Context: an optimization exercise on an open-source flow, tuned for a short achievable clock period and few clock cycles per item. The choices shown serve that exercise and are no tape-out recipe.
The RTL was checked by simulation tests, not by an equivalence proof against the original design.
Power figures rest on the tool's default switching activity, not on a simulated workload.

<file path="flow/design.v">
package lc4_pkg;
   typedef logic [15:0] word_t;      
   typedef logic [2:0]  reg_sel_t;   
   typedef logic [2:0]  nzp_t;       
   localparam word_t RESET_PC = 16'h8200;
   localparam word_t NOP_INSN = 16'h0000;   
   typedef enum logic [1:0] {
      BUBBLE_NONE     = 2'd0,
      BUBBLE_MISPRED  = 2'd2,
      BUBBLE_LOAD_USE = 2'd3
   } bubble_t;
   typedef struct packed {
      word_t    pc;
      word_t    insn;
      bubble_t  bubble;
      logic     rf_we;
      reg_sel_t rd;
      word_t    rf_data;
      logic     nzp_we;
      nzp_t     nzp;
   } wb_trace_t;
endpackage
`timescale 1ns/1ps
module lc4_processor (
   input  logic               gwe,
   input  logic               i_rst_n,
   output lc4_pkg::word_t     o_imem_addr,
   input  lc4_pkg::word_t     i_imem_insn,
   output lc4_pkg::word_t     o_dmem_addr,
   input  lc4_pkg::word_t     i_dmem_rdata,
   output logic               o_dmem_we,
   output lc4_pkg::word_t     o_dmem_wdata,
   output lc4_pkg::wb_trace_t o_wb
);
   lc4_pkg::word_t   pc_q;             
   lc4_pkg::word_t   pc_r;             
   logic [7:0][15:0] rf;
   lc4_pkg::nzp_t    nzp_q;            
   logic           x_valid;
   lc4_pkg::word_t x_pc;
   lc4_pkg::word_t x_insn;
   lc4_pkg::word_t x_a;                
   lc4_pkg::word_t x_b;                
   lc4_pkg::word_t x_c;                
   logic           x_la, x_lb, x_lc;   
   logic           x_lbr;              
   logic           x_we;
   lc4_pkg::reg_sel_t x_rd;
   logic           x_is_and;
   logic           x_is_load;
   logic           x_is_store;
   logic           x_is_br;
   logic           x_pred;
   lc4_pkg::nzp_t  x_mask;
   lc4_pkg::word_t x_pcp1;
   logic [8:0]     x_tlo;              
   logic           x_tc;               
   logic [6:0]     x_hi, x_hi_m1, x_hi_p1;
   logic           m_valid;
   logic           m_lu;               
   lc4_pkg::word_t m_pc;
   lc4_pkg::word_t m_insn;
   logic           m_we;
   logic [7:0]     m_wsel;             
   lc4_pkg::reg_sel_t m_rd;
   logic           m_is_load;
   lc4_pkg::word_t m_result;
   logic           m_zero;             
   lc4_pkg::word_t m_addr;
   logic           m_store;
   lc4_pkg::word_t m_wdata;
   logic [1:0]     w_bx;               
   lc4_pkg::word_t w_pc;
   lc4_pkg::word_t w_insn;
   logic           w_we;
   lc4_pkg::reg_sel_t w_rd;
   lc4_pkg::word_t w_data;
   lc4_pkg::nzp_t  w_nzp;
   lc4_pkg::word_t m_val;              
   logic           m_wr;
   logic           ld_zero;
   lc4_pkg::nzp_t  m_nzp;
   assign m_val = m_is_load ? i_dmem_rdata : m_result;
   assign m_wr  = m_valid && m_we;
   lc4_zero16 i_ld_zero (.i_v(i_dmem_rdata), .o_zero(ld_zero));
   assign m_nzp = m_is_load ? {i_dmem_rdata[15], ld_zero, !i_dmem_rdata[15] && !ld_zero}
                            : {m_result[15], m_zero, !m_result[15] && !m_zero};
   assign o_dmem_addr  = m_addr;
   assign o_dmem_we    = m_store;
   assign o_dmem_wdata = m_wdata;
   lc4_pkg::word_t op_c, sum, res;
   logic           res_zero;
   logic           hold;
   logic           mispred;
   logic           taken;
   lc4_pkg::word_t redirect, x_target;
   assign hold = x_valid && (x_la || x_lb || x_lbr);
   assign op_c = x_lc ? i_dmem_rdata : x_c;
   lc4_pkg::word_t andv;
   lc4_add16 i_add (.i_a(x_a), .i_b(x_b), .o_s(sum));
   assign andv = x_a & x_b;
   assign res  = x_is_and ? andv : sum;
   lc4_zero_ab i_zero (.i_a(x_a), .i_b(x_b), .i_is_and(x_is_and), .o_zero(res_zero));
   lc4_branch i_branch (
      .i_valid   (x_valid && !hold),
      .i_br      (x_is_br),
      .i_pred    (x_pred),
      .i_mask    (x_mask),
      .i_nzp_q   (nzp_q),
      .i_m_wr    (m_wr),
      .i_m_neg   (m_result[15]),
      .i_m_zero  (m_zero),
      .o_mispred (mispred),
      .o_taken   (taken)
   );
   always_comb begin
      x_target[8:0] = x_tlo;
      case ({x_insn[8], x_tc})
         2'b01:   x_target[15:9] = x_hi_p1;
         2'b10:   x_target[15:9] = x_hi_m1;
         default: x_target[15:9] = x_hi;
      endcase
   end
   assign redirect = x_pred ? x_pcp1 : x_target;
   lc4_pkg::word_t insn;
   logic [3:0]     op;
   logic           f_and, f_ldr, f_str, f_const, f_br;
   logic           f_we, f_use_a, f_b_reg;
   logic           f_fa, f_fb, f_fc;
   lc4_pkg::reg_sel_t f_rs, f_rt, f_rc;
   lc4_pkg::word_t rs_v, rt_v, rc_v, f_imm;
   lc4_pkg::word_t pcp1, pc_next_r;      
   logic [9:0]     tlo;
   logic [6:0]     hi_m1, hi_p1;
   logic           f_pred;
   assign insn = i_imem_insn;
   assign op   = insn[15:12];
   assign f_rs = insn[8:6];
   assign f_rt = insn[2:0];
   assign f_rc = insn[11:9];
   lc4_dec i_dec_f (
      .i_insn   (insn),
      .o_we     (f_we),
      .o_use_a  (f_use_a),
      .o_b_reg  (f_b_reg),
      .o_and    (f_and),
      .o_ldr    (f_ldr),
      .o_str    (f_str),
      .o_const  (f_const),
      .o_br     (f_br),
      .o_imm    (f_imm)
   );
   logic           d_we, d_b_reg, d_and, d_ldr, d_str, d_br;
   lc4_pkg::word_t d_imm;
   lc4_dec i_dec_x (
      .i_insn   (x_insn),
      .o_we     (d_we),
      .o_use_a  (),
      .o_b_reg  (d_b_reg),
      .o_and    (d_and),
      .o_ldr    (d_ldr),
      .o_str    (d_str),
      .o_const  (),
      .o_br     (d_br),
      .o_imm    (d_imm)
   );
   logic wt_s, wt_t, wt_c;
   assign rs_v = rf[f_rs];
   assign rt_v = rf[f_rt];
   assign rc_v = rf[f_rc];
   assign wt_s = m_wr && (m_rd == f_rs);
   assign wt_t = m_wr && (m_rd == f_rt);
   assign wt_c = m_wr && (m_rd == f_rc);
   logic f_ra;
   assign f_ra = x_valid && x_we && (x_rd == f_rs);
   assign f_fa = f_ra && f_use_a;
   assign f_fb = x_valid && x_we && (x_rd == f_rt) && f_b_reg;
   assign f_fc = x_valid && x_we && (x_rd == f_rc);
   assign pcp1 = pc_q + 16'd1;
   lc4_add9c i_tlo (.i_a(pc_q[8:0]), .i_b(insn[8:0]), .o_s(tlo));
   lc4_hi7 i_hi (.i_hi(pc_q[15:9]), .o_m1(hi_m1), .o_p1(hi_p1));
   logic          n_top, use_x, known;
   lc4_pkg::nzp_t nzp_other;
   lc4_neg_top i_neg_top (.i_a(x_a[15:12]), .i_b(x_b[15:12]), .i_is_and(x_is_and), .o_n(n_top));
   always_comb begin
      use_x     = x_valid && x_we && !x_is_load;
      known     = 1'b1;
      nzp_other = nzp_q;
      if (x_valid && x_we) begin
         known = !x_is_load;
      end else if (m_wr) begin
         known     = !m_is_load;
         nzp_other = {m_result[15], m_zero, !m_result[15] && !m_zero};
      end
   end
   logic [1:0] sel_z, pred_z;
   logic       f_sel;
   lc4_pkg::word_t target, pc_other;
   lc4_fpredict i_fpredict (
      .i_insn   (insn),
      .i_known  (known),
      .i_use_x  (use_x),
      .i_neg_x  (n_top),
      .i_nzp    (nzp_other),
      .i_block  (mispred || hold),
      .i_br     (f_br),
      .o_sel    (sel_z),
      .o_pred   (pred_z)
   );
   lc4_mux1 i_sel_mux  (.i_s(res_zero), .i_1(sel_z[1]),  .i_0(sel_z[0]),  .o_y(f_sel));
   lc4_mux1 i_pred_mux (.i_s(res_zero), .i_1(pred_z[1]), .i_0(pred_z[0]), .o_y(f_pred));
   lc4_target i_target (.i_insn(insn), .i_pc(pc_q), .o_target(target));
   assign pc_other = mispred ? redirect : (hold ? pc_q : pcp1);
   lc4_mux16 i_pc_mux (.i_s(f_sel), .i_1(target ^ lc4_pkg::RESET_PC), .i_0(pc_other ^ lc4_pkg::RESET_PC),
                       .o_y(pc_next_r));
   assign pc_q        = pc_r ^ lc4_pkg::RESET_PC;
   lc4_pc_out i_pc_out (.gwe(gwe), .i_rst_n(i_rst_n), .i_d(pc_next_r), .o_pc(o_imem_addr));
   always_ff @(posedge gwe or negedge i_rst_n) begin
      if (!i_rst_n) begin
         pc_r     <= 16'h0000;
         nzp_q    <= 3'b010;
         x_valid  <= 1'b0;
         x_la     <= 1'b0;
         x_lb     <= 1'b0;
         x_lc     <= 1'b0;
         x_lbr    <= 1'b0;
         m_valid  <= 1'b0;
         m_wsel   <= 8'h00;
         m_lu     <= 1'b0;
         m_store  <= 1'b0;
         m_addr   <= 16'h0000;
         m_wdata  <= 16'h0000;
         w_bx     <= 2'b00;
         w_we     <= 1'b0;
         for (int i = 0; i < 8; i++) begin
            rf[i] <= 16'h0000;
         end
      end else begin
         pc_r  <= pc_next_r;
         x_valid <= hold || !mispred;
         if (hold) begin
            x_la  <= 1'b0;
            x_lb  <= 1'b0;
            x_lc  <= 1'b0;
            x_lbr <= 1'b0;
         end else begin
            x_la    <= f_fa && x_is_load;
            x_lb    <= f_fb && x_is_load;
            x_lc    <= f_fc && x_is_load;
            x_lbr   <= f_br && x_valid && x_is_load;
         end
         m_valid <= x_valid && !hold;
         m_lu    <= hold;
         m_store <= x_valid && !hold && x_is_store;
         m_addr  <= (x_valid && (x_is_load || x_is_store)) ? sum : 16'h0000;
         m_wdata <= (x_valid && !hold && x_is_store) ? op_c : 16'h0000;
         for (int i = 0; i < 8; i++) begin
            m_wsel[i] <= x_valid && !hold && x_we && (x_rd == i[2:0]);
         end
         for (int i = 0; i < 8; i++) begin
            if (m_wsel[i]) begin
               rf[i] <= m_val;
            end
         end
         if (m_wr) begin
            nzp_q    <= m_nzp;
         end
         w_bx     <= 2'b10 ^ (m_valid ? lc4_pkg::BUBBLE_NONE :
                     (m_lu ? lc4_pkg::BUBBLE_LOAD_USE : lc4_pkg::BUBBLE_MISPRED));
         w_we     <= m_wr;
      end
   end
   always_ff @(posedge gwe) begin
      x_a <= a_next;
      x_b <= b_next;
      x_c <= c_next;
   end
   lc4_pkg::word_t a_e, b_e, c_e, a_m, b_m, c_m, a_alt, b_alt, c_alt, a_next, b_next, c_next;
   logic           a_res, b_res, c_res, a_ld, b_ld, c_ld, a_mr, b_mr, c_mr;
   always_comb begin
      if (hold) begin
         a_e = rf[x_insn[8:6]];
         b_e = d_b_reg ? rf[x_insn[2:0]] : d_imm;
         c_e = rf[x_insn[11:9]];
      end else begin
         a_e = f_const ? 16'h0000 : rs_v;
         b_e = f_b_reg ? rt_v : f_imm;
         c_e = rc_v;
      end
      a_res = !hold && !f_const && f_ra;
      b_res = !hold && f_b_reg && f_fb;
      c_res = !hold && f_fc;
      a_mr  = !hold && !f_const && wt_s && !m_is_load;
      b_mr  = !hold && f_b_reg && wt_t && !m_is_load;
      c_mr  = !hold && wt_c && !m_is_load;
      a_ld  = hold ? x_la : (!f_const && wt_s && m_is_load);
      b_ld  = hold ? x_lb : (f_b_reg && wt_t && m_is_load);
      c_ld  = hold ? x_lc : (wt_c && m_is_load);
      a_m   = a_mr ? m_result : a_e;
      b_m   = b_mr ? m_result : b_e;
      c_m   = c_mr ? m_result : c_e;
   end
   lc4_mux16 i_ld_a (.i_s(a_ld), .i_1(i_dmem_rdata), .i_0(a_m), .o_y(a_alt));
   lc4_mux16 i_ld_b (.i_s(b_ld), .i_1(i_dmem_rdata), .i_0(b_m), .o_y(b_alt));
   lc4_mux16 i_ld_c (.i_s(c_ld), .i_1(i_dmem_rdata), .i_0(c_m), .o_y(c_alt));
   lc4_fwd_mux i_fwd_a (.i_sum(sum), .i_and(andv), .i_is_and(x_is_and), .i_res(a_res), .i_alt(a_alt), .o_v(a_next));
   lc4_fwd_mux i_fwd_b (.i_sum(sum), .i_and(andv), .i_is_and(x_is_and), .i_res(b_res), .i_alt(b_alt), .o_v(b_next));
   lc4_fwd_mux i_fwd_c (.i_sum(sum), .i_and(andv), .i_is_and(x_is_and), .i_res(c_res), .i_alt(c_alt), .o_v(c_next));
   always_ff @(posedge gwe) begin
      x_we       <= hold ? d_we  : f_we;
      x_rd       <= hold ? x_insn[11:9] : f_rc;
      x_mask     <= hold ? x_insn[11:9] : insn[11:9];
      x_is_and   <= hold ? d_and : f_and;
      x_is_load  <= hold ? d_ldr : f_ldr;
      x_is_store <= hold ? d_str : f_str;
      x_is_br    <= hold ? d_br  : f_br;
   end
   always_ff @(posedge gwe) begin
      if (!hold) begin
      x_pc       <= pc_q;
      x_insn     <= insn;
      x_pred     <= f_pred;
      x_pcp1     <= pcp1;
      x_tlo      <= tlo[8:0];
      x_tc       <= tlo[9];
      x_hi       <= pc_q[15:9];
      x_hi_m1    <= hi_m1;
      x_hi_p1    <= hi_p1;
      end
   end
   always_ff @(posedge gwe) begin
      m_pc       <= x_pc;
      m_insn     <= x_insn;
      m_we       <= x_we;
      m_rd       <= x_rd;
      m_is_load  <= x_is_load;
      m_result   <= res;
      m_zero     <= res_zero;
      w_pc       <= m_pc;
      w_insn     <= m_insn;
      w_rd       <= m_rd;
      w_data     <= m_val;
      w_nzp      <= m_nzp;
   end
   assign o_wb.pc      = w_pc;
   assign o_wb.insn    = w_insn;
   assign o_wb.bubble  = lc4_pkg::bubble_t'(w_bx ^ 2'b10);
   assign o_wb.rf_we   = w_we;
   assign o_wb.rd      = w_rd;
   assign o_wb.rf_data = w_data;
   assign o_wb.nzp_we  = w_we;
   assign o_wb.nzp     = w_nzp;
endmodule
module lc4_zero16 (
   input  lc4_pkg::word_t i_v,
   output logic           o_zero
);
   assign o_zero = (i_v == 16'h0000);
endmodule
module lc4_add16 (
   input  lc4_pkg::word_t i_a,
   input  lc4_pkg::word_t i_b,
   output lc4_pkg::word_t o_s
);
   assign o_s = i_a + i_b;
endmodule
module lc4_zero_ab (
   input  lc4_pkg::word_t i_a,
   input  lc4_pkg::word_t i_b,
   input  logic           i_is_and,
   output logic           o_zero
);
   lc4_pkg::word_t x, c;
   assign x      = i_a ^ i_b;
   assign c      = {i_a[14:0] | i_b[14:0], 1'b0};
   assign o_zero = i_is_and ? ((i_a & i_b) == 16'h0000) : (x == c);
endmodule
module lc4_fwd_mux (
   input  lc4_pkg::word_t i_sum,
   input  lc4_pkg::word_t i_and,
   input  logic           i_is_and,
   input  logic           i_res,
   input  lc4_pkg::word_t i_alt,
   output lc4_pkg::word_t o_v
);
   lc4_pkg::word_t early;
   assign early = (i_res && i_is_and) ? i_and : i_alt;
   assign o_v   = (i_res && !i_is_and) ? i_sum : early;
endmodule
module lc4_branch (
   input  logic           i_valid,
   input  logic           i_br,
   input  logic           i_pred,
   input  lc4_pkg::nzp_t  i_mask,
   input  lc4_pkg::nzp_t  i_nzp_q,
   input  logic           i_m_wr,
   input  logic           i_m_neg,
   input  logic           i_m_zero,
   output logic           o_mispred,
   output logic           o_taken
);
   logic mp_n, mp_z, mp_p, mp_q, mp_r;
   logic tk_n, tk_z, tk_p, tk_q, tk_r;
   assign tk_n = i_br && i_mask[2];
   assign tk_z = i_br && i_mask[1];
   assign tk_p = i_br && i_mask[0];
   assign tk_q = i_br && ((i_mask & i_nzp_q) != 3'b000);
   assign mp_n = i_valid && (tk_n != i_pred);
   assign mp_z = i_valid && (tk_z != i_pred);
   assign mp_p = i_valid && (tk_p != i_pred);
   assign mp_q = i_valid && (tk_q != i_pred);
   assign mp_r = i_m_neg ? mp_n : (i_m_zero ? mp_z : mp_p);
   assign tk_r = i_m_neg ? tk_n : (i_m_zero ? tk_z : tk_p);
   assign o_mispred = i_m_wr ? mp_r : mp_q;
   assign o_taken   = i_m_wr ? tk_r : tk_q;
endmodule
module lc4_add9c (
   input  logic [8:0] i_a,
   input  logic [8:0] i_b,
   output logic [9:0] o_s
);
   logic [10:0] t;
   assign t   = {1'b0, i_a, 1'b1} + {1'b0, i_b, 1'b1};
   assign o_s = t[10:1];
endmodule
module lc4_hi7 (
   input  logic [6:0] i_hi,
   output logic [6:0] o_m1,
   output logic [6:0] o_p1
);
   assign o_m1 = i_hi - 7'd1;
   assign o_p1 = i_hi + 7'd1;
endmodule
module lc4_dec (
   input  lc4_pkg::word_t i_insn,
   output logic           o_we,
   output logic           o_use_a,
   output logic           o_b_reg,
   output logic           o_and,
   output logic           o_ldr,
   output logic           o_str,
   output logic           o_const,
   output logic           o_br,
   output lc4_pkg::word_t o_imm
);
   logic [3:0] op;
   logic       add_imm, add_reg;
   assign op      = i_insn[15:12];
   assign add_imm = (op == 4'b0001) && i_insn[5];
   assign add_reg = (op == 4'b0001) && (i_insn[5:3] == 3'b000);
   assign o_and   = (op == 4'b0101) && (i_insn[5:3] == 3'b000);
   assign o_ldr   = (op == 4'b0110);
   assign o_str   = (op == 4'b0111);
   assign o_const = (op == 4'b1001);
   assign o_br    = (op == 4'b0000) && (i_insn[11:9] != 3'b000) && (i_insn[8:0] != 9'd0);
   assign o_we    = add_imm || add_reg || o_and || o_ldr || o_const;
   assign o_use_a = add_imm || add_reg || o_and || o_ldr || o_str;
   assign o_b_reg = add_reg || o_and;
   always_comb begin
      if (add_imm) begin
         o_imm = {{11{i_insn[4]}}, i_insn[4:0]};
      end else if (o_const) begin
         o_imm = {{7{i_insn[8]}}, i_insn[8:0]};
      end else begin
         o_imm = {{10{i_insn[5]}}, i_insn[5:0]};   
      end
   end
endmodule
module lc4_target (
   input  lc4_pkg::word_t i_insn,
   input  lc4_pkg::word_t i_pc,
   output lc4_pkg::word_t o_target
);
   logic [6:0] lo;
   logic [9:0] hi_m1, hi_p1;
   lc4_add6c i_lo (.i_a(i_pc[5:0]), .i_b(i_insn[5:0]), .o_s(lo));
   lc4_hi10 i_hi (.i_hi(i_pc[15:6]), .o_m1(hi_m1), .o_p1(hi_p1));
   logic [9:0] hi_c1, hi_c0;
   assign hi_c1 = i_insn[5] ? i_pc[15:6] : hi_p1;
   assign hi_c0 = i_insn[5] ? hi_m1 : i_pc[15:6];
   lc4_mux10 i_hi_mux (.i_s(lo[6]), .i_1(hi_c1), .i_0(hi_c0), .o_y(o_target[15:6]));
   assign o_target[5:0] = lo[5:0];
endmodule
module lc4_add6c (
   input  logic [5:0] i_a,
   input  logic [5:0] i_b,
   output logic [6:0] o_s
);
   logic [7:0] t;
   assign t   = {1'b0, i_a, 1'b1} + {1'b0, i_b, 1'b1};
   assign o_s = t[7:1];
endmodule
module lc4_hi10 (
   input  logic [9:0] i_hi,
   output logic [9:0] o_m1,
   output logic [9:0] o_p1
);
   assign o_m1 = i_hi - 10'd1;
   assign o_p1 = i_hi + 10'd1;
endmodule
module lc4_neg_top (
   input  logic [3:0] i_a,
   input  logic [3:0] i_b,
   input  logic       i_is_and,
   output logic       o_n
);
   logic [3:0] top;
   assign top = i_a + i_b;
   assign o_n = i_is_and ? (i_a[3] && i_b[3]) : top[3];
endmodule
module lc4_fpredict (
   input  lc4_pkg::word_t i_insn,
   input  logic           i_known,
   input  logic           i_use_x,
   input  logic           i_neg_x,
   input  lc4_pkg::nzp_t  i_nzp,
   input  logic           i_block,
   input  logic           i_br,
   output logic [1:0]     o_sel,
   output logic [1:0]     o_pred
);
   lc4_pkg::nzp_t m;
   logic          br, t_z0, t_o, t_s, p1, p0;
   assign m    = i_insn[11:9];
   assign br   = (i_insn[15:12] == 4'b0000) &&
                 ((i_insn[8:5] == 4'b0000) || (i_insn[8:5] == 4'b1111));
   assign t_z0 = i_neg_x ? m[2] : m[0];
   assign t_o  = (m & i_nzp) != 3'b000;
   assign t_s  = (i_insn[8] && (m != 3'b000)) ||
                 (m[2] && m[1]) || (m[2] && m[0]) || (m[1] && m[0]);
   assign p1   = br && (i_use_x ? m[1] : (i_known ? t_o : t_s));
   assign p0   = br && (i_use_x ? t_z0 : (i_known ? t_o : t_s));
   assign o_sel  = {p1 && !i_block, p0 && !i_block};
   assign o_pred = {p1 && i_br, p0 && i_br};
endmodule
module lc4_mux1 (
   input  logic i_s,
   input  logic i_1,
   input  logic i_0,
   output logic o_y
);
   assign o_y = i_s ? i_1 : i_0;
endmodule
module lc4_mux16 (
   input  logic           i_s,
   input  lc4_pkg::word_t i_1,
   input  lc4_pkg::word_t i_0,
   output lc4_pkg::word_t o_y
);
   assign o_y = i_s ? i_1 : i_0;
endmodule
module lc4_mux10 (
   input  logic       i_s,
   input  logic [9:0] i_1,
   input  logic [9:0] i_0,
   output logic [9:0] o_y
);
   assign o_y = i_s ? i_1 : i_0;
endmodule
module lc4_pc_out (
   input  logic           gwe,
   input  logic           i_rst_n,
   input  lc4_pkg::word_t i_d,
   output lc4_pkg::word_t o_pc
);
   lc4_pkg::word_t q;
   always_ff @(posedge gwe or negedge i_rst_n) begin
      if (!i_rst_n) begin
         q <= 16'h0000;
      end else begin
         q <= i_d;
      end
   end
   assign o_pc = q ^ lc4_pkg::RESET_PC;
endmodule
`timescale 1ns/1ps
module lc4_cpu (
   input  logic        gwe,
   input  logic        i_rst_n,
   output logic [15:0] o_imem_addr,
   input  logic [15:0] i_imem_insn,
   output logic [15:0] o_dmem_addr,
   input  logic [15:0] i_dmem_rdata,
   output logic        o_dmem_we,
   output logic [15:0] o_dmem_wdata,
   output logic [15:0] o_wb_pc,
   output logic [15:0] o_wb_insn,
   output logic [1:0]  o_wb_bubble,
   output logic        o_wb_rf_we,
   output logic [2:0]  o_wb_rd,
   output logic [15:0] o_wb_rf_data,
   output logic        o_wb_nzp_we,
   output logic [2:0]  o_wb_nzp
);
   lc4_pkg::wb_trace_t wb;
   lc4_processor i_lc4_processor (
      .gwe          (gwe),
      .i_rst_n      (i_rst_n),
      .o_imem_addr  (o_imem_addr),
      .i_imem_insn  (i_imem_insn),
      .o_dmem_addr  (o_dmem_addr),
      .i_dmem_rdata (i_dmem_rdata),
      .o_dmem_we    (o_dmem_we),
      .o_dmem_wdata (o_dmem_wdata),
      .o_wb         (wb)
   );
   assign o_wb_pc      = wb.pc;
   assign o_wb_insn    = wb.insn;
   assign o_wb_bubble  = wb.bubble;
   assign o_wb_rf_we   = wb.rf_we;
   assign o_wb_rd      = wb.rd;
   assign o_wb_rf_data = wb.rf_data;
   assign o_wb_nzp_we  = wb.nzp_we;
   assign o_wb_nzp     = wb.nzp;
endmodule
</file>
<file path="flow/constraint.sdc">
create_clock -name core_clock -period 5.0 [get_ports {gwe}]
set_input_delay 1.0000 -clock core_clock [delete_from_list [all_inputs] [get_ports {gwe}]]
set_output_delay 1.0000 -clock core_clock [all_outputs]
set_load 0.01 [all_outputs]
</file>
<file path="flow/config.mk">
export PLATFORM = sky130hd
export DESIGN_NAME = lc4_cpu
export DESIGN_NICKNAME = lc4_cpu
export VERILOG_FILES = /design/flow/design.v
export SDC_FILE = /design/flow/constraint.sdc
export NUM_CORES = 4
export LEC_CHECK = 0
export ABC_AREA = 1
export CAP_MARGIN = 20
export CORE_MARGIN = 2
export CORE_UTILIZATION = 40
export SETUP_SLACK_MARGIN = 3.0
export SLEW_MARGIN = 20
export SYNTH_HIERARCHICAL = 1
</file>
<file path="flow/run.sh">
#!/bin/bash
# synth_recipe.tcl (not shown) runs the flow's synth.tcl, then flattens the netlist and writes it again
# the make line also repeats each setting of config.mk as NAME=value (left out here)
make -C /OpenROAD-flow-scripts/flow DESIGN_CONFIG=/design/flow/config.mk WORK_HOME=/design/flow/orfs CLKGATE_MAP_FILE= SYNTH_SCRIPT=/design/flow/synth_recipe.tcl finish
</file>
==> impl_metrics.tcl, run 1 <==
set metrics [dict create \
    status "no timing/DRC/antenna violations" \
    ir_worst_vdd_mv 0.427 \
    die_y_um 272 \
    netSwitchingFraction_pct 41.3 \
    dr.first_iter.drc_count 4777 \
    grt_first_pass_wirelength_um 176000 \
    dr.pass1.iters 9 \
    fin_skew_ps 43.0 \
    largest_reg_flops 128 \
    viasPerCell 5.80 \
    p_leak_nw 17.7 \
    dp_hpwl_um 68300 \
    io_buffer_count 140 \
    p_comb_share_pct 37.3 \
    synth_warnings 9 \
    regMostFlops "i_lc4_processor.rf" \
    cts.htree.levels 2 \
    clockBufferDepth 3 \
    syn_inst 4101 \
    clkTransAtPathRegs_ps 60 \
    p_int_mw 9.72 \
    area_growth_pct 29.5 \
    rows 98 \
    post-route-min-period_ps 2320 \
    hold_path_class "input pin to async pin" \
    grt_pass1_vias 27987 \
    drive_gt1_share_pct 23.6 \
    cp.required_ps 5590 \
    fin_tns_setup_ps 0 \
    wl_per_cell_um 23.3 \
    timing.hold.ws_ps 310 \
    drc 0 \
    vias 30545 \
    clock-sinks 450 \
    syn_avg_cell_area_um2 6.98 \
    syn-cell-area_mm2 0.0286 \
    grt-ovfl-total 0 \
    critPathMaxFanout 8 \
    p_per_area_mw_per_mm2 446 \
    worst-endpoint-arrival_ps 2900 \
    fin_ws_ps 2680 \
    cts_made_buffers 54 \
    drt_wl_total_um 123000 \
    maxCapViolCount 0 \
    clkPwrFrac_pct 25.6 \
    switchingPower_mw 6.82 \
    place_congestion 0.907 \
    grt_antenna_before_repair 3 \
    cts_hold_buffers 0 \
    rsz0062_at_grt "yes" \
    grt_max_degree 90 \
    ant_nets 0 \
    io_pins 141 \
    setup_viol 0 \
    finalHoldViolations 0 \
    insertion_delay_ps 660 \
    slew_violations 0 \
    slew_headroom_pct 43.9 \
    grt.total_usage_pct 31.1 \
    worst_pin_slew_ps 841 \
    cts_tree "yes" \
    die_x_um 272 \
    cp-end-kind "flop" \
    start_util_pct 40.3 \
    core-area_mm2 0.0711 \
    nets 4379 \
    seqPwrFrac_pct 37.1 \
    start_kind "flop" \
    die-area_mm2 0.0737 \
    fmax_ghz 0.431 \
    min_period_over_period_pct 46.4 \
    root_buffer "clkbuf_16" \
    critical_path_class "flop to flop" \
    place_ws_ps 944 \
]
power by group through the flow:
stage	clock (mW)	combinational [mW]	sequential, mW
finish	4.24	6.16	6.14
global route	4.45	6.80	6.27
CTS	4.28	5.65	6.07
detailed placement	0	5.35	6.07
global placement	0	5.29	6.08
floorplan	0	3.75	5.71
placed cells by master, fill, tap and decap left out, drive strengths merged, types with 25 or more instances in the layout:
cell       n
nand3    580
clkinv    25
ha        71
o21ai    374
clkbuf    80
edfxtp    73
o211ai   114
a21oi    249
dfxtp    163
nor2     192
xor2      29
nand2   1209
dfrtp    213
buf      339
inv      459
through the flow:
stage	instance area, µm²	power, mW	cells	util [%]
6_report	37100	16.5	5270	52.1
5_1_grt	37100	17.5	5268	52.1
4_1_cts	35300	16.0	5227	49.7
3_5_place_dp	30200	11.4	4962	42.4
3_3_place_gp	30200	11.4	4962	42.4
2_1_floorplan	29000	9.46	4101	-
worst max-delay path: stages (launching register included):
cell     delay (ps)
dfrtp_2         450
buf_6           130
buf_12          130
buf_4           150
nand2_8          90
buf_4           130
nand2_4         100
o21ai_4          80
buf_4           240
nand3_1         120
nand3_2         110
nand3_4         160
nand2_2         120
nand2_1          50
nand2_1          70
nand2_1          50
nand3_1          60
per-layer routing:
layer,vias up,wire (µm),track usage (%)
li1,13754,-,-
met1,14194,48200,42.1
met2,1998,50600,45.3
met3,595,15900,8.49
met4,4,7990,16.4
met5,-,103,0
area by class of cell:
| class | count | area, µm² |
|---|---|---|
| inverters | 466 | 2060 |
| flip-flops and latches | 450 | 10900 |
| fillers | 6625 | 34000 |
| clock inverters | 32 | 393 |
| repair inverters | 8 | 93.8 |
| clock buffers | 70 | 1510 |
| repair buffers | 372 | 4370 |
| diodes | 3 | 7.51 |
| well taps | 950 | 1190 |
| multi-input cells | 2919 | 16500 |
worst paths after layout:
| check | depth (start not counted) | end | startpoint | slack (ps) |
|---|---|---|---|---|
| max | 16 | i_lc4_processor.x_c[0]$_DFF_P_ | i_lc4_processor.x_valid$_DFF_PN0_ | 2680 |
| min | 1 | i_lc4_processor.rf[78]$_DFFE_PN0P_ | i_rst_n | 310 |
| max reg2reg | 16 | i_lc4_processor.x_c[0]$_DFF_P_ | i_lc4_processor.x_valid$_DFF_PN0_ | 2680 |
| min reg2reg | 0 | i_lc4_processor.w_insn[11]$_DFF_P_ | i_lc4_processor.m_insn[11]$_DFF_P_ | 320 |
| max in group asynchronous | 2 | i_lc4_processor.pc_r[8]$_DFF_PN0_ | i_rst_n | 3510 |
| min in group core_clock | 0 | i_lc4_processor.w_insn[11]$_DFF_P_ | i_lc4_processor.m_insn[11]$_DFF_P_ | 320 |
what timing repair did:
| action | CTS | global route |
|---|---|---|
| resized for setup | 981 | 304 |
| buffers inserted | 123 | 25 |
| cloned | 40 | 15 |
| endpoints found under the setup margin | 449 | 304 |
| pin swaps | 129 | 115 |
Testbench counts, summed over its fixed seeds: cycles 52,398, instructions 51,200.
==> inputs of run 2 (changes only) <==
--- a/flow/design.v
+++ b/flow/design.v
@@ -19,6 +19,15 @@
       logic     nzp_we;
       nzp_t     nzp;
    } wb_trace_t;
+   typedef struct packed {
+      logic sum;    
+      logic anv;    
+      logic ld;     
+      logic mr;     
+      logic rf;     
+      logic rfh;    
+      logic imm;    
+   } opsel_t;
 endpackage
 `timescale 1ns/1ps
 module lc4_processor (
@@ -171,10 +180,11 @@
    assign wt_s = m_wr && (m_rd == f_rs);
    assign wt_t = m_wr && (m_rd == f_rt);
    assign wt_c = m_wr && (m_rd == f_rc);
-   logic f_ra;
-   assign f_ra = x_valid && x_we && (x_rd == f_rs);
+   logic f_ra, f_rt_eq;
+   assign f_ra    = x_valid && x_we && (x_rd == f_rs);
+   assign f_rt_eq = x_valid && x_we && (x_rd == f_rt);
    assign f_fa = f_ra && f_use_a;
-   assign f_fb = x_valid && x_we && (x_rd == f_rt) && f_b_reg;
+   assign f_fb = f_rt_eq && f_b_reg;
    assign f_fc = x_valid && x_we && (x_rd == f_rc);
    assign pcp1 = pc_q + 16'd1;
    lc4_add9c i_tlo (.i_a(pc_q[8:0]), .i_b(insn[8:0]), .o_s(tlo));
@@ -275,37 +285,45 @@
       x_b <= b_next;
       x_c <= c_next;
    end
-   lc4_pkg::word_t a_e, b_e, c_e, a_m, b_m, c_m, a_alt, b_alt, c_alt, a_next, b_next, c_next;
-   logic           a_res, b_res, c_res, a_ld, b_ld, c_ld, a_mr, b_mr, c_mr;
+   lc4_pkg::word_t a_next, b_next, c_next;
+   lc4_pkg::opsel_t a_s, b_s, c_s;
    always_comb begin
+      a_s = '0;
+      b_s = '0;
+      c_s = '0;
       if (hold) begin
-         a_e = rf[x_insn[8:6]];
-         b_e = d_b_reg ? rf[x_insn[2:0]] : d_imm;
-         c_e = rf[x_insn[11:9]];
+         a_s.ld  = x_la;
+         a_s.rfh = !x_la;
+         b_s.ld  = x_lb;
+         b_s.rfh = !x_lb && d_b_reg;
+         b_s.imm = !x_lb && !d_b_reg;
+         c_s.ld  = x_lc;
+         c_s.rfh = !x_lc;
       end else begin
-         a_e = f_const ? 16'h0000 : rs_v;
-         b_e = f_b_reg ? rt_v : f_imm;
-         c_e = rc_v;
+         a_s.sum = !f_const && f_ra && !x_is_and;
+         a_s.anv = !f_const && f_ra && x_is_and;
+         a_s.ld  = !f_const && !f_ra && wt_s && m_is_load;
+         a_s.mr  = !f_const && !f_ra && wt_s && !m_is_load;
+         a_s.rf  = !f_const && !f_ra && !wt_s;
+         b_s.sum = f_b_reg && f_rt_eq && !x_is_and;
+         b_s.anv = f_b_reg && f_rt_eq && x_is_and;
+         b_s.ld  = f_b_reg && !f_rt_eq && wt_t && m_is_load;
+         b_s.mr  = f_b_reg && !f_rt_eq && wt_t && !m_is_load;
+         b_s.rf  = f_b_reg && !f_rt_eq && !wt_t;
+         b_s.imm = !f_b_reg;
+         c_s.sum = f_fc && !x_is_and;
+         c_s.anv = f_fc && x_is_and;
+         c_s.ld  = !f_fc && wt_c && m_is_load;
+         c_s.mr  = !f_fc && wt_c && !m_is_load;
+         c_s.rf  = !f_fc && !wt_c;
       end
-      a_res = !hold && !f_const && f_ra;
-      b_res = !hold && f_b_reg && f_fb;
-      c_res = !hold && f_fc;
-      a_mr  = !hold && !f_const && wt_s && !m_is_load;
-      b_mr  = !hold && f_b_reg && wt_t && !m_is_load;
-      c_mr  = !hold && wt_c && !m_is_load;
-      a_ld  = hold ? x_la : (!f_const && wt_s && m_is_load);
-      b_ld  = hold ? x_lb : (f_b_reg && wt_t && m_is_load);
-      c_ld  = hold ? x_lc : (wt_c && m_is_load);
-      a_m   = a_mr ? m_result : a_e;
-      b_m   = b_mr ? m_result : b_e;
-      c_m   = c_mr ? m_result : c_e;
    end
-   lc4_mux16 i_ld_a (.i_s(a_ld), .i_1(i_dmem_rdata), .i_0(a_m), .o_y(a_alt));
-   lc4_mux16 i_ld_b (.i_s(b_ld), .i_1(i_dmem_rdata), .i_0(b_m), .o_y(b_alt));
-   lc4_mux16 i_ld_c (.i_s(c_ld), .i_1(i_dmem_rdata), .i_0(c_m), .o_y(c_alt));
-   lc4_fwd_mux i_fwd_a (.i_sum(sum), .i_and(andv), .i_is_and(x_is_and), .i_res(a_res), .i_alt(a_alt), .o_v(a_next));
-   lc4_fwd_mux i_fwd_b (.i_sum(sum), .i_and(andv), .i_is_and(x_is_and), .i_res(b_res), .i_alt(b_alt), .o_v(b_next));
-   lc4_fwd_mux i_fwd_c (.i_sum(sum), .i_and(andv), .i_is_and(x_is_and), .i_res(c_res), .i_alt(c_alt), .o_v(c_next));
+   lc4_opsel i_op_a (.i_s(a_s), .i_sum(sum), .i_and(andv), .i_ld(i_dmem_rdata), .i_mr(m_result),
+                     .i_rf(rs_v), .i_rfh(rf[x_insn[8:6]]), .i_imm(16'h0000), .o_v(a_next));
+   lc4_opsel i_op_b (.i_s(b_s), .i_sum(sum), .i_and(andv), .i_ld(i_dmem_rdata), .i_mr(m_result),
+                     .i_rf(rt_v), .i_rfh(rf[x_insn[2:0]]), .i_imm(hold ? d_imm : f_imm), .o_v(b_next));
+   lc4_opsel i_op_c (.i_s(c_s), .i_sum(sum), .i_and(andv), .i_ld(i_dmem_rdata), .i_mr(m_result),
+                     .i_rf(rc_v), .i_rfh(rf[x_insn[11:9]]), .i_imm(16'h0000), .o_v(c_next));
    always_ff @(posedge gwe) begin
       x_we       <= hold ? d_we  : f_we;
       x_rd       <= hold ? x_insn[11:9] : f_rc;
@@ -375,17 +393,21 @@
    assign c      = {i_a[14:0] | i_b[14:0], 1'b0};
    assign o_zero = i_is_and ? ((i_a & i_b) == 16'h0000) : (x == c);
 endmodule
-module lc4_fwd_mux (
-   input  lc4_pkg::word_t i_sum,
-   input  lc4_pkg::word_t i_and,
-   input  logic           i_is_and,
-   input  logic           i_res,
-   input  lc4_pkg::word_t i_alt,
-   output lc4_pkg::word_t o_v
+module lc4_opsel (
+   input  lc4_pkg::opsel_t i_s,
+   input  lc4_pkg::word_t  i_sum,
+   input  lc4_pkg::word_t  i_and,
+   input  lc4_pkg::word_t  i_ld,
+   input  lc4_pkg::word_t  i_mr,
+   input  lc4_pkg::word_t  i_rf,
+   input  lc4_pkg::word_t  i_rfh,
+   input  lc4_pkg::word_t  i_imm,
+   output lc4_pkg::word_t  o_v
 );
-   lc4_pkg::word_t early;
-   assign early = (i_res && i_is_and) ? i_and : i_alt;
-   assign o_v   = (i_res && !i_is_and) ? i_sum : early;
+   assign o_v = (i_sum & {16{i_s.sum}}) | (i_and & {16{i_s.anv}}) |
+                (i_ld  & {16{i_s.ld}})  | (i_mr  & {16{i_s.mr}})  |
+                (i_rf  & {16{i_s.rf}})  | (i_rfh & {16{i_s.rfh}}) |
+                (i_imm & {16{i_s.imm}});
 endmodule
 module lc4_branch (
    input  logic           i_valid,
==> run 2 against run 1 <==
Clock skew fell by 25 ps. Non-clock buffer count down 26. Power fell by 2.4%. Utilization shrank 2.8 points. Synthesized cell count rose by 11%. Hold slack gained 15 ps. Clock-buffer cell count up 1. Worst setup slack improved by 94 ps. Flip-flop and latch count is the same. Critical path type is now flop to output port.
==> impl_metrics.tcl, run 2 <==
set metrics [dict create \
    status "no timing/DRC/antenna violations" \
    finish.utilization_pct 49.3 \
    grt_max_degree 100 \
    cts_made_buffers 55 \
    dp.cells 5461 \
    setup_viol 0 \
    viasPerCell 5.51 \
    hold_path_class "input pin to async pin" \
    grt_first_pass_wirelength_um 174000 \
    regMostFlops "i_lc4_processor.rf" \
    final_common_cell "nand2_1" \
    min_period_over_period_pct 44.5 \
    postPlaceCellArea_mm2 0.0312 \
    cp_slowest_stage_delay_ps 430 \
    slew_violations 0 \
    cp-end-kind "output port" \
    wl_per_cell_um 21.4 \
    die_x_um 277 \
    rsz0062_at_grt "yes" \
    drt-met1-wl_um 47200 \
    insertion_delay_ps 640 \
    syn-cell-area_mm2 0.0298 \
    start_util_pct 40.2 \
    final_cell_mix "nand2_1, o21ai_0, nor2_1" \
    crit_family "flip-flops" \
    drive_gt1_share_pct 17.7 \
    worst-r2r-cell-count 17 \
    place_congestion 0.912 \
    top_layer_used "met4" \
    grt_pass1_vias 28070 \
    critPathMaxFanout 2 \
    clkTransAtPathRegs_ps 60 \
    vias 31509 \
    core-area_mm2 0.0741 \
    cts_hold_buffers 0 \
    path_buf_inv 1 \
    p_leak_nw 18.3 \
    worst_pin_slew_ps 937 \
    nets 4816 \
    synth_warnings 9 \
    slew_headroom_pct 37.5 \
    grt-ovfl-total 0 \
    fmax_ghz 0.450 \
    fin_tns_setup_ps 0 \
    cts.htree.levels 2 \
    wl_met3_um 13800 \
    start_kind "flop" \
    dr.first_iter.drc_count 3930 \
    cts_tree "yes" \
    met2WireLength_um 52900 \
    critical_path_class "flop to output port" \
    stdcell_count 5723 \
    dr.pass1.iters 7 \
    clock-sinks 450 \
    fin_ws_ps 2780 \
    die-area_mm2 0.0767 \
    die_y_um 277 \
    cp.required_ps 4000 \
    maxCapViolCount 0 \
    fin_skew_ps 18.2 \
    worstPathCellList "buf_2" \
    path_depth 1 \
    worst-endpoint-arrival_ps 1220 \
    largest_reg_flops 128 \
    ant_nets 0 \
    drc 0 \
    root_buffer "clkbuf_16" \
    timing.hold.ws_ps 325 \
    io_pins 141 \
    cp_slowest_cell "dfrtp_1" \
    n_antenna_cell 0 \
    io_buffer_count 140 \
    finalHoldViolations 0 \
    drt_wl_total_um 123000 \
    clockBufferDepth 3 \
    rows 100 \
    syn_inst 4553 \
    total_power_mw 16.1 \
    grt.total_usage_pct 29.4 \
    post-route-min-period_ps 2220 \
    dp_hpwl_um 69400 \
    ir_worst_vdd_mv 0.460 \
    p_per_area_mw_per_mm2 442 \
    place_ws_ps 1200 \
    syn_avg_cell_area_um2 6.54 \
    grt_antenna_before_repair 0 \
    final_area_mm2 0.0365 \
    area_growth_pct 22.6 \
]
==> run 2: cell type report <==
cell class	count	area (µm²)
flip-flops and latches	450	10900
well taps	969	1210
repair buffers	346	3720
fillers	7349	37500
inverters	402	1710
repair inverters	3	36.3
clock inverters	32	344
multi-input cells	3450	17000
clock buffers	71	1530
==> run 2: report_power, final <==
| part | total [mW] | internal [mW] | switching, mW |
|---|---|---|---|
| logic | 5.74 | 2.17 | 3.57 |
| registers | 6.20 | 4.93 | 1.27 |
| clock network | 4.21 | 2.46 | 1.74 |
==> run 2: per-layer routing <==
layer | vias up | GRT usage (%)
li1 | 14735 | -
met1 | 14444 | 38.5
met2 | 1869 | 45.6
met3 | 461 | 5.20
met4 | 0 | 17.3
met5 | - | 0
==> run 2: repair_timing <==
action / 4_1_cts / 5_1_grt
gates cloned: 18 / 18
setup endpoints to repair: 337 / 246
pin swaps: 50 / 127
setup buffers: 56 / 67
gates resized for setup: 813 / 313
==> run 2: worst paths after layout <==
kind,from,endpoint,slack [ps]
setup / recovery,i_lc4_processor.w_we$_DFF_PN0_,o_wb_rf_we,2780
hold / removal,i_rst_n,i_lc4_processor.rf[87]$_DFFE_PN0P_,330
setup reg to reg,i_lc4_processor.m_valid$_DFF_PN0_,i_lc4_processor.i_pc_out.q[13]$_DFF_PN0_,2820
hold reg to reg,i_lc4_processor.m_insn[10]$_DFF_P_,i_lc4_processor.w_insn[10]$_DFF_P_,330
max in group asynchronous,i_rst_n,i_lc4_processor.rf[68]$_DFFE_PN0P_,3520
min in group core_clock,i_lc4_processor.m_insn[10]$_DFF_P_,i_lc4_processor.w_insn[10]$_DFF_P_,330
Testbench counts of run 2, summed over its fixed seeds: cycles 52,398, instructions 51,200.
==> inputs of run 3 (changes only) <==
--- a/flow/design.v
+++ b/flow/design.v
@@ -497,12 +497,23 @@
    logic [9:0] hi_m1, hi_p1;
    lc4_add6c i_lo (.i_a(i_pc[5:0]), .i_b(i_insn[5:0]), .o_s(lo));
    lc4_hi10 i_hi (.i_hi(i_pc[15:6]), .o_m1(hi_m1), .o_p1(hi_p1));
+   logic       c6;
    logic [9:0] hi_c1, hi_c0;
+   lc4_carry6c i_c6 (.i_a(i_pc[5:0]), .i_b(i_insn[5:0]), .o_c(c6));
    assign hi_c1 = i_insn[5] ? i_pc[15:6] : hi_p1;
    assign hi_c0 = i_insn[5] ? hi_m1 : i_pc[15:6];
-   lc4_mux10 i_hi_mux (.i_s(lo[6]), .i_1(hi_c1), .i_0(hi_c0), .o_y(o_target[15:6]));
+   lc4_mux10 i_hi_mux (.i_s(c6), .i_1(hi_c1), .i_0(hi_c0), .o_y(o_target[15:6]));
    assign o_target[5:0] = lo[5:0];
 endmodule
+module lc4_carry6c (
+   input  logic [5:0] i_a,
+   input  logic [5:0] i_b,
+   output logic       o_c
+);
+   logic [7:0] t;
+   assign t   = {1'b0, i_a, 1'b1} + {1'b0, i_b, 1'b1};
+   assign o_c = t[7];
+endmodule
 module lc4_add6c (
    input  logic [5:0] i_a,
    input  logic [5:0] i_b,
==> run 3 against run 2 <==
Largest power group unchanged. Utilization fell by 0.69 points. Critical path depth unchanged. Register-to-register slack worse by 30 ps. Wire length shrank 1.3%. Fmax is essentially flat. Clock power barely moved. Synthesized cell count is 0.40% higher. Hold slack got worse by 3.5 ps. Area after synthesis is 0.39% higher. Clock skew grew 11 ps. Global-route usage decreased by 0.29 points. Die area up 0.38%. Critical path type unchanged.
==> impl_metrics.tcl, run 3 <==
set metrics [dict create \
    status "no timing/DRC/antenna violations" \
    nets 4797 \
    clkTransAtPathRegs_ps 60 \
    critPathMaxFanout 2 \
    path_depth 1 \
    stdcell_count 5700 \
    drt_wl_total_um 121000 \
    worst_r2r_endpoint "i_lc4_processor.pc_r[0]$_DFF_PN0_" \
    grt.total_usage_pct 29.1 \
    worst_pin_slew_ps 805 \
    timing.hold.ws_ps 321 \
    min_period_over_period_pct 44.5 \
    slew_headroom_pct 46.3 \
    cp_slowest_cell "dfrtp_1" \
    syn_inst 4571 \
    worst-r2r-cell-count 19 \
    ant_nets 0 \
    synth_warnings 9 \
    cp_slowest_stage_delay_ps 420 \
    setup_viol 0 \
    grt_max_degree 100 \
    grt_first_pass_wirelength_um 173000 \
    place_congestion 0.896 \
    rrSetupSlack_ps 2790 \
    final_common_cell "nand2_1" \
    dp_hpwl_um 70500 \
    crit_family "flip-flops" \
    grt_util_met2_pct 47.3 \
    post-route-min-period_ps 2230 \
    insertion_delay_ps 650 \
    cts_made_buffers 55 \
    met1_usage_pct 37.2 \
    grt_pass1_vias 28332 \
    maxCapViolCount 0 \
    critical_path_class "flop to output port" \
    core-area_mm2 0.0742 \
    postPlaceCellArea_mm2 0.0314 \
    start_kind "flop" \
    dp.cells 5476 \
    clockBufferDepth 3 \
    met3_usage_pct 4.69 \
    root_buffer "clkbuf_16" \
    fin_skew_ps 29.6 \
    rr_startpoint "i_lc4_processor.x_b[14]$_DFF_P_" \
    drive_gt1_share_pct 17.0 \
    rsz0062_at_grt "yes" \
    die_y_um 277 \
    fin_tns_setup_ps 0 \
    cts_tree "yes" \
    fmax_ghz 0.449 \
    regMostFlops "i_lc4_processor.rf" \
    die-area_mm2 0.0770 \
    hold_depth 0 \
    worst-endpoint-arrival_ps 1230 \
    rows 100 \
    die_x_um 277 \
    cp.required_ps 4000 \
    drc 0 \
    syn_avg_cell_area_um2 6.54 \
    hold_end "i_lc4_processor.w_pc[12]$_DFF_P_" \
    largest_reg_flops 128 \
    dr.pass1.iters 8 \
    ir_worst_vdd_mv 0.350 \
    p_per_area_mw_per_mm2 448 \
    io_pins 141 \
    path_buf_inv 1 \
    busiest_layer "met2" \
    cts.htree.levels 2 \
    clock-sinks 450 \
    slew_violations 0 \
    area_growth_pct 20.7 \
    grt-ovfl-total 0 \
    io_buffer_count 140 \
    syn-cell-area_mm2 0.0299 \
    final_cell_mix "nand2_1, o21ai_0, nor2_1" \
    viasPerCell 5.49 \
    worstPathCellList "buf_2" \
    finish.utilization_pct 48.6 \
    vias 31279 \
    dr.first_iter.drc_count 4247 \
    finalHoldViolations 0 \
    grt_antenna_before_repair 3 \
    wl_per_cell_um 21.2 \
    p_leak_nw 18.0 \
    cp-end-kind "output port" \
    hold_start "i_lc4_processor.m_pc[12]$_DFF_P_" \
    start_util_pct 40.3 \
    final_area_mm2 0.0361 \
    hold_path_class "flop to flop" \
]
[run 3: cell types whose count changed in the layout (fill, tap and decap cells not counted), moves of 6 or more]
cell,previous run,this run
buf_4,114,85
clkbuf_1,8,15
ha_4,12,19
inv_1,361,367
nand2_1,1460,1487
nand2_4,61,43
nor2_1,439,426
nor2_2,23,37
[run 3: worst max path at each step]
stage,from,end,slack [ps]
global route,i_lc4_processor.x_b[14]$_DFF_P_,i_lc4_processor.pc_r[0]$_DFF_PN0_,2630
floorplan,i_imem_insn[12],i_lc4_processor.x_b[5]$_DFF_P_,2770
detailed placement,i_imem_insn[8],i_lc4_processor.pc_r[10]$_DFF_PN0_,1350
CTS,i_lc4_processor.w_we$_DFF_PN0_,o_wb_nzp_we,2740
global placement,i_imem_insn[11],i_lc4_processor.x_c[7]$_DFF_P_,1310
finish,i_lc4_processor.w_we$_DFF_PN0_,o_wb_rf_we,2770
[run 3: power breakdown]
| part | switching (mW) | internal (mW) |
|---|---|---|
| Sequential | 1.30 | 4.93 |
| Clock | 1.70 | 2.53 |
| Combinational | 3.57 | 2.14 |
| Total | 6.58 | 9.60 |
[run 3: metrics by stage]
step                setup WS, ps  power [mW]
finish                      2770        16.2
CTS                         2740        15.9
global placement            1310        11.3
global route                2630        17.2
detailed placement          1350        11.4
floorplan                   2770        9.37
[run 3: metal layers]
layer	vias to the layer above	share of wire [%]	wire (µm)
met3	448	10	12600
met4	4	6.3	7580
met2	1853	45	54000
met5	-	0.023	28
met1	14283	39	46700
li1	14691	-	-
[run 3: layout make-up]
| type | instances | area (µm²) |
|---|---|---|
| Timing Repair inverter | 5 | 63.8 |
| Fill cell | 7406 | 38100 |
| Clock inverter | 23 | 324 |
| Sequential cell | 450 | 10900 |
| Antenna cell | 1 | 2.50 |
| Timing Repair Buffer | 303 | 3130 |
| Clock buffer | 80 | 1590 |
| Inverter | 406 | 1690 |
| Multi-Input combinational cell | 3463 | 17100 |
| Tap cell | 969 | 1210 |
[run 3: repair_timing]
action                     CTS  global route
hold buffers                 0             0
buffers inserted            51            38
pin swaps                   62            87
gates cloned                15            16
gates resized for setup    810           280
setup endpoints to repair  342           208
Testbench counts of run 3, summed over its fixed seeds: cycles 52,398, instructions 51,200.
==> inputs of run 4 (changes only) <==
--- a/flow/design.v
+++ b/flow/design.v
@@ -366,7 +366,7 @@
    assign o_wb.rf_we   = w_we;
    assign o_wb.rd      = w_rd;
    assign o_wb.rf_data = w_data;
-   assign o_wb.nzp_we  = w_we;
+   lc4_reg1 i_w_nzp_we (.gwe(gwe), .i_rst_n(i_rst_n), .i_d(m_wr), .o_q(o_wb.nzp_we));
    assign o_wb.nzp     = w_nzp;
 endmodule
 module lc4_zero16 (
@@ -606,6 +606,20 @@
    end
    assign o_pc = q ^ lc4_pkg::RESET_PC;
 endmodule
+module lc4_reg1 (
+   input  logic gwe,
+   input  logic i_rst_n,
+   input  logic i_d,
+   output logic o_q
+);
+   always_ff @(posedge gwe or negedge i_rst_n) begin
+      if (!i_rst_n) begin
+         o_q <= 1'b0;
+      end else begin
+         o_q <= i_d;
+      end
+   end
+endmodule
 `timescale 1ns/1ps
 module lc4_cpu (
    input  logic        gwe,
==> run 4 against run 3 <==
Utilization rose by 0.80 points. Global-route usage fell by 0.062 points. Still clean. Die area rose by 0.13%. Area after synthesis rose by 0.13%. Synthesized cell count barely moved. Clock-buffer cell count fell by 9. Critical endpoint is now i_lc4_processor.pc_r[1]$_DFF_PN0_. Design area rose by 1.8%. Wire length rose by 0.97%. Sequential share of layout area fell by 0.44 points. First-iteration DRC count fell by 10%. Fmax fell by 1.7%.
==> impl_metrics.tcl, run 4 <==
set metrics [dict create \
    root_buffer "clkbuf_16" \
    critical_path_class "flop to flop" \
    min_period_over_period_pct 45.3 \
    grt.total_usage_pct 29.1 \
    syn_avg_cell_area_um2 6.56 \
    final_common_cell "nand2_1" \
    dp.cells 5475 \
    clock-sinks 451 \
    cts_hold_buffers 0 \
    critPathMaxFanout 8 \
    crit_family "simple AND/OR/NAND/NOR gates" \
    rows 100 \
    start_kind "flop" \
    critPathLaunch "i_lc4_processor.x_valid$_DFF_PN0_" \
    grt_antenna_before_repair 1 \
    start_util_pct 40.3 \
    die-area_mm2 0.0771 \
    hold_start "i_lc4_processor.m_insn[1]$_DFF_P_" \
    regMostFlops "i_lc4_processor.rf" \
    slew_headroom_pct 42.4 \
    hold_path_class "flop to flop" \
    cts_tree "yes" \
    p_leak_nw 18.2 \
    dr.pass1.iters 8 \
    die_y_um 278 \
    syn_inst 4567 \
    post-route-min-period_ps 2260 \
    fillers 7482 \
    stdcell_count 5717 \
    grt_first_pass_wirelength_um 173000 \
    syn-cell-area_mm2 0.0299 \
    ir_worst_vdd_mv 0.417 \
    p_per_area_mw_per_mm2 444 \
    cp.required_ps 5560 \
    worst_pin_slew_ps 859 \
    io_pins 141 \
    clockBufferDepth 3 \
    nets 4815 \
    clkTransAtPathRegs_ps 70 \
    worst-endpoint-arrival_ps 2830 \
    setup_viol 0 \
    grt_pass1_vias 28170 \
    dr.first_iter.drc_count 3817 \
    fin_ws_ps 2740 \
    wl_per_cell_um 21.4 \
    area_growth_pct 22.7 \
    cts_made_buffers 54 \
    worst_path_most_repeated_cell "nand2_2" \
    cts.htree.levels 2 \
    io_buffer_count 140 \
    path_buf_inv 3 \
    status "no timing/DRC/antenna violations" \
    cp_slowest_stage_delay_ps 430 \
    drc 0 \
    maxCapViolCount 0 \
    rsz0062_at_grt "yes" \
    drt_wl_total_um 122000 \
    viasPerCell 5.50 \
    die_x_um 278 \
    vias 31426 \
    largest_reg_flops 128 \
    dp_hpwl_um 71800 \
    slew_violations 0 \
    place_congestion 0.909 \
    ant_nets 0 \
    insertion_delay_ps 640 \
    fin_skew_ps 27.0 \
    grt-ovfl-total 0 \
    synth_warnings 10 \
    fmax_ghz 0.442 \
    cp-end-kind "flop" \
    final_cell_mix "nand2_1, o21ai_0, nor2_1" \
    rr_startpoint "i_lc4_processor.x_valid$_DFF_PN0_" \
    place_ws_ps 1340 \
    cp_slowest_cell "dfrtp_2" \
    drive_gt1_share_pct 19.4 \
    finalHoldViolations 0 \
    fin_tns_setup_ps 0 \
    worstPathCellList "nand2_4 -> inv_4 -> nor2_4 -> inv_2 -> or2_1 -> o21ai_1 -> nand2_1 -> nand4_1 -> nand2_1 -> nand2_2 -> nand2_2 -> nor2_1 -> nand2_1 -> nand2_4 -> buf_12 -> nand2_2 -> nand2_2" \
    core-area_mm2 0.0743 \
    grt_max_degree 99 \
]
-- run 4: final timing paths --
kind,end,slack [ps],cells past startpoint
setup / recovery,i_lc4_processor.pc_r[1]$_DFF_PN0_,2740,17
hold / removal,i_lc4_processor.w_insn[1]$_DFF_P_,320,0
setup reg to reg,i_lc4_processor.pc_r[1]$_DFF_PN0_,2740,17
hold reg to reg,i_lc4_processor.w_insn[1]$_DFF_P_,320,0
max in group asynchronous,i_lc4_processor.x_valid$_DFF_PN0_,3360,2
min in group asynchronous,i_lc4_processor.rf[56]$_DFFE_PN0P_,390,1
-- run 4: what timing repair did --
| action | CTS | global route |
|---|---|---|
| pin swaps | 35 | 168 |
| endpoints found under the setup margin | 429 | 211 |
| setup buffers | 42 | 66 |
| resized for setup | 775 | 450 |
| cloned | 13 | 19 |
-- run 4: per-layer routing --
metal | wire [µm] | GRT usage (%)
met1 | 47900 | 37.4
met2 | 53400 | 46.4
met3 | 12900 | 5.24
met4 | 7990 | 15.6
met5 | 0 | 0
-- run 4: area by class of cell --
cell class,count,area [µm²],share of cell area (%)
multi-input cells,3462,17400,47.5
flip-flops and latches,451,11000,29.9
repair buffers,326,3430,9.32
inverters,402,1700,4.62
clock buffers,71,1550,4.21
well taps,969,1210,3.30
clock inverters,30,382,1.04
repair inverters,5,50.0,0.136
diodes,1,2.50,0.00681
-- run 4: power by group --
part	leakage, nW	internal, mW	switching [mW]	total (mW)
sequential	4.80	4.94	1.34	6.28
combinational	12.5	2.17	3.58	5.75
clock	0.948	2.55	1.73	4.28
total	18.2	9.66	6.65	16.3
-- run 4: stage by stage --
step           hold WS [ps]  instance area (µm²)  total power [mW]  util, %
2_1_floorplan           310                30400              9.40        -
3_3_place_gp            311                31400              11.3     42.3
3_5_place_dp            312                31400              11.4     42.3
5_1_grt                 326                36700              17.3     49.4
4_1_cts                 326                34500              15.9     46.4
6_report                323                36700              16.3     49.4
Testbench counts of run 4, summed over its fixed seeds: cycles 52,398, instructions 51,200.

## re-timing with driven ports
In the flow no input, the clock included, has a driving cell. The finished layouts below were timed again as built, in two steps. Step 1 (the two cells are an assumption about what drives the block):
set clk [get_ports {gwe}]
set_driving_cell -lib_cell sky130_fd_sc_hd__clkbuf_16 $clk
set_driving_cell -lib_cell sky130_fd_sc_hd__buf_2 [delete_from_list [all_inputs] $clk]
Step 2, shift: input delay + t, output delay - t, t = (earliest + latest rising clock arrival at the registers) / 2. This alone moves slack from input paths to output paths. Three values: ideal ports, drivers, drivers and shift; two values: the first two.
run | t (ns) | setup WS [ns] | worst setup path after step 2 | clock arrival spread, ns | cell pins on the clock port's net
run 1 | 0.704 | 2.682 / 2.668 / 1.964 | input to register | 0.045 / 0.046 | 1
run 2 | 0.698 | 2.776 / 2.647 / 1.949 | input to register | 0.019 / 0.020 | 1
run 3 | 0.703 | 2.774 / 2.707 / 2.143 | input to register | 0.031 / 0.031 | 1
run 4 | 0.696 | 2.737 / 2.737 / 2.076 | input to register | 0.028 / 0.028 | 1
After both steps setup and hold are still met in every run listed. The setup slack of run 2, which loses most, moves by -0.129 ns with the drivers and by -0.827 ns with both steps.
